What follows belongs to an exercise in optimizing a design on an open flow for small area, a short achievable clock period and few clock cycles per item; a production flow would make more cautious choices.
Power figures rest on the tool's default switching activity, not on a simulated workload.

run A:
==> flow/design.v (excerpt) <==
module sme_top (
    input  logic           clk,
    input  logic           rst_n,
    input  sme_pkg::char_t chardata,
    input  logic           isstring,
    input  logic           ispattern,
    output logic           out_valid,
    output logic           match,
    output logic [4:0]     match_index
);
==> module sme_top, before the edit <==
module sme_top (
    input  logic           clk,
    input  logic           rst_n,
    input  sme_pkg::char_t chardata,
    input  logic           isstring,
    input  logic           ispattern,
    output logic           out_valid,
    output logic           match,
    output logic [4:0]     match_index
);
    localparam int NS = 34;
    logic       isstring_d, ispattern_d;
    logic [4:0] len_q;                       
    sme_pkg::char_t chars_q [0:31];          
    logic [NS-1:0] m_q;                      
    logic [4:0] c_q;                         
    logic           ip_q, is_q, dot_q, car_q, dol_q;
    sme_pkg::char_t cd_q;
    always_ff @(posedge clk or negedge rst_n) begin
        if (!rst_n) begin
            ip_q <= 1'b0;
            is_q <= 1'b0;
        end else begin
            ip_q <= ispattern;
            is_q <= isstring;
        end
    end
    always_ff @(posedge clk) begin
        cd_q  <= chardata;
        dot_q <= (chardata == sme_pkg::CHR_ANY);
        car_q <= (chardata == sme_pkg::CHR_START);
        dol_q <= (chardata == sme_pkg::CHR_END);
    end
    wire first = ~ispattern_d;
    logic [31:0] valid;         
    logic [31:0] sp;            
    logic [31:0] stb;           
    logic [NS-1:0] live;        
    always_comb begin
        for (int i = 0; i < 32; i++) begin
            valid[i] = ({len_q == 5'd0, len_q} >= 6'(32 - i));
            sp[i]    = (chars_q[i] == sme_pkg::CHR_SPACE);
        end
        for (int i = 0; i < 31; i++) stb[i] = ~valid[i] & valid[i+1];
        stb[31] = 1'b0;
        live[0] = 1'b0;
        for (int s = 1; s < NS; s++) live[s] = first | m_q[s-1];
    end
    wire is_dot = dot_q;
    wire is_car = car_q;
    wire is_dol = dol_q;
    wire is_anc = is_car | is_dol;
    logic [NS-1:0] m_next;
    always_comb begin
        m_next[0] = valid[0] & first & is_car;
        for (int i = 0; i < 32; i++) begin
            logic eq;
            eq = (chars_q[i] == cd_q);
            m_next[i+1] = (valid[i] & live[i+1] & (is_dot | (is_anc ? sp[i] : eq)))
                        | (stb[i] & first & is_car);
        end
        m_next[NS-1] = live[NS-1] & is_dol;
    end
    always_ff @(posedge clk or negedge rst_n) begin
        if (!rst_n) begin
            isstring_d  <= 1'b0;
            ispattern_d <= 1'b0;
        end else begin
            isstring_d  <= is_q;
            ispattern_d <= ip_q;
        end
    end
    always_ff @(posedge clk) begin
        if (is_q) begin
            for (int i = 0; i < 31; i++) chars_q[i] <= chars_q[i+1];
            chars_q[31] <= cd_q;
            len_q <= isstring_d ? len_q + 5'd1 : 5'd1;
        end
    end
    always_ff @(posedge clk) begin
        m_q <= m_next;
        c_q <= first ? (len_q - 5'd1 + {4'd0, is_car}) : (c_q - 5'd1);
    end
    logic       found;
    logic [4:0] enc;
    always_comb begin
        found = |m_q;
        enc   = '0;
        for (int s = NS-1; s >= 0; s--) if (m_q[s]) enc = 5'(s);
    end
    wire done = ispattern_d & ~ip_q;
    always_ff @(posedge clk or negedge rst_n) begin
        if (!rst_n) begin
            out_valid   <= 1'b0;
            match       <= 1'b0;
            match_index <= '0;
        end else begin
            out_valid   <= done;
            match       <= done & found;
            match_index <= (done & found) ? enc + c_q : 5'd0;
        end
    end
endmodule
==> flow/config.mk <==
export PLATFORM = sky130hd
export DESIGN_NAME = sme_top
export DESIGN_NICKNAME = sme_top
export VERILOG_FILES = /design/flow/design.v
export SDC_FILE = /design/flow/constraint.sdc
export NUM_CORES = 4
export LEC_CHECK = 0
export CAP_MARGIN = 20
export CORE_MARGIN = 2
export CORE_UTILIZATION = 40
export SETUP_SLACK_MARGIN = 5
export SLEW_MARGIN = 20
==> flow/constraint.sdc <==
create_clock -name core_clock -period 8.0 [get_ports {clk}]
set_input_delay 1.6000 -clock core_clock [delete_from_list [all_inputs] [get_ports {clk}]]
set_output_delay 1.6000 -clock core_clock [all_outputs]
set_load 0.01 [all_outputs]
standard.sh (not shown) runs the stock make flow with config.mk's settings and CLKGATE_MAP_FILE= SYNTH_SCRIPT=/design/flow/synth_recipe.tcl, a recipe that flattens the netlist after the stock synthesis.
==> flow/flow/run.sh <==
#!/bin/bash
# Standard layout with a tighter setup repair target and stronger port buffers.
set -uo pipefail
bash standard.sh SETUP_SLACK_MARGIN=5.6 \
    "BUFFER_PORTS_ARGS=-buffer_cell sky130_fd_sc_hd__buf_4" \
    finish > standard.log 2>&1
Looking at the reports, run A completed the entire flow and the layout it produced met the timing, DRC and antenna checks.
Modified inputs, run B compared to run A
==> flow/design.v, changed modules only <==
module sme_top (
    input  logic           clk,
    input  logic           rst_n,
    input  sme_pkg::char_t chardata,
    input  logic           isstring,
    input  logic           ispattern,
    output logic           out_valid,
    output logic           match,
    output logic [4:0]     match_index
);
    localparam int NS = 34;
    logic       isstring_d, ispattern_d;
    logic [4:0] len_q;                       
    sme_pkg::char_t chars_q [0:31];          
    logic [NS-1:0] m_q;                      
    logic [4:0] c_q;                         
    wire first = ~ispattern_d;
    logic [31:0] valid;         
    logic [31:0] stb;           
    logic [NS-1:0] live;        
    logic [31:0] g_any;         
    logic [31:0] g_anc;         
    logic [31:0] g_lit;         
    always_comb begin
        for (int i = 0; i < 32; i++) begin
            valid[i] = ({len_q == 5'd0, len_q} >= 6'(32 - i));
        end
        for (int i = 0; i < 31; i++) stb[i] = ~valid[i] & valid[i+1];
        stb[31] = 1'b0;
        live[0] = 1'b0;
        for (int s = 1; s < NS; s++) live[s] = first | m_q[s-1];
        for (int i = 0; i < 32; i++) begin
            g_any[i] = valid[i] & live[i+1];
            g_anc[i] = g_any[i] & (chars_q[i] == sme_pkg::CHR_SPACE);
            g_lit[i] = g_any[i] & (chars_q[i] != sme_pkg::CHR_START)
                                & (chars_q[i] != sme_pkg::CHR_END);
        end
    end
    wire is_dot = (chardata == sme_pkg::CHR_ANY);
    wire is_car = (chardata == sme_pkg::CHR_START);
    wire is_dol = (chardata == sme_pkg::CHR_END);
    wire is_anc = is_car | is_dol;
    logic [NS-1:0] m_next;
    always_comb begin
        m_next[0] = valid[0] & first & is_car;
        for (int i = 0; i < 32; i++) begin
            logic eq;
            eq = (chars_q[i] == chardata);
            m_next[i+1] = (g_any[i] & is_dot) | (g_anc[i] & is_anc) | (g_lit[i] & eq)
                        | (stb[i] & first & is_car);
        end
        m_next[NS-1] = live[NS-1] & is_dol;
    end
    always_ff @(posedge clk or negedge rst_n) begin
        if (!rst_n) begin
            isstring_d  <= 1'b0;
            ispattern_d <= 1'b0;
        end else begin
            isstring_d  <= isstring;
            ispattern_d <= ispattern;
        end
    end
    always_ff @(posedge clk) begin
        if (isstring) begin
            for (int i = 0; i < 31; i++) chars_q[i] <= chars_q[i+1];
            chars_q[31] <= chardata;
            len_q <= isstring_d ? len_q + 5'd1 : 5'd1;
        end
    end
    always_ff @(posedge clk) begin
        m_q <= m_next;
        c_q <= first ? (len_q - 5'd1 + {4'd0, is_car}) : (c_q - 5'd1);
    end
    logic       found;
    logic [4:0] enc;
    always_comb begin
        found = |m_q;
        enc   = '0;
        for (int s = NS-1; s >= 0; s--) if (m_q[s]) enc = 5'(s);
    end
    wire done = ispattern_d & ~ispattern;
    always_ff @(posedge clk or negedge rst_n) begin
        if (!rst_n) begin
            out_valid   <= 1'b0;
            match       <= 1'b0;
            match_index <= '0;
        end else begin
            out_valid   <= done;
            match       <= done & found;
            match_index <= (done & found) ? enc + c_q : 5'd0;
        end
    end
endmodule
Findings:
Of run B and run A, it is run B that has the lower aggregate routed wire length. Any difference in cell area between run B and run A is small enough to ignore. Run B against run A: synthesized cell count now smaller; share of power burned in the clock network now smaller. Compared with run A, run B shows post-synthesis sequential element count that has gone down by a few percent. On average wire per standard cell: run B sits below run A. Run B and run A all finish clean. met3 track demand over resource in global routing for run B: 1.1 points up relative to run A. Critical-path maximum fanout in run B is 5 higher than in run A. Run B vs run A: period utilization up in run B.
No run of this note included a check of the RTL's function; only the layout flow was run.

[re-timing with driven ports]
In the flow no input, the clock included, has a driving cell. The finished layouts below were timed again as built, in two steps. Step 1 assumes that a clkbuf_16 drives the clock port and a buf_2 every other input. Step 2 moves the port delays by t, midway between the first and last clock arrival at a register: inputs arrive t later, outputs are due t later. That takes back most of the time a late clock gives input paths. a / b / c = ideal / step 1 / step 2; a / b = the first two.
run	t (ns)	setup slack, ns	worst setup path at the end	pins driven straight from the clock port
run A	0.581	5.144 / 5.144 / 5.144	register to register	1
run B	0.580	4.988 / 4.922 / 4.342	input to register	1
After both steps setup and hold are still met in every run listed. For run B, which loses most, drivers alone change the setup slack by -0.066 ns; drivers and shift together by -0.646 ns.
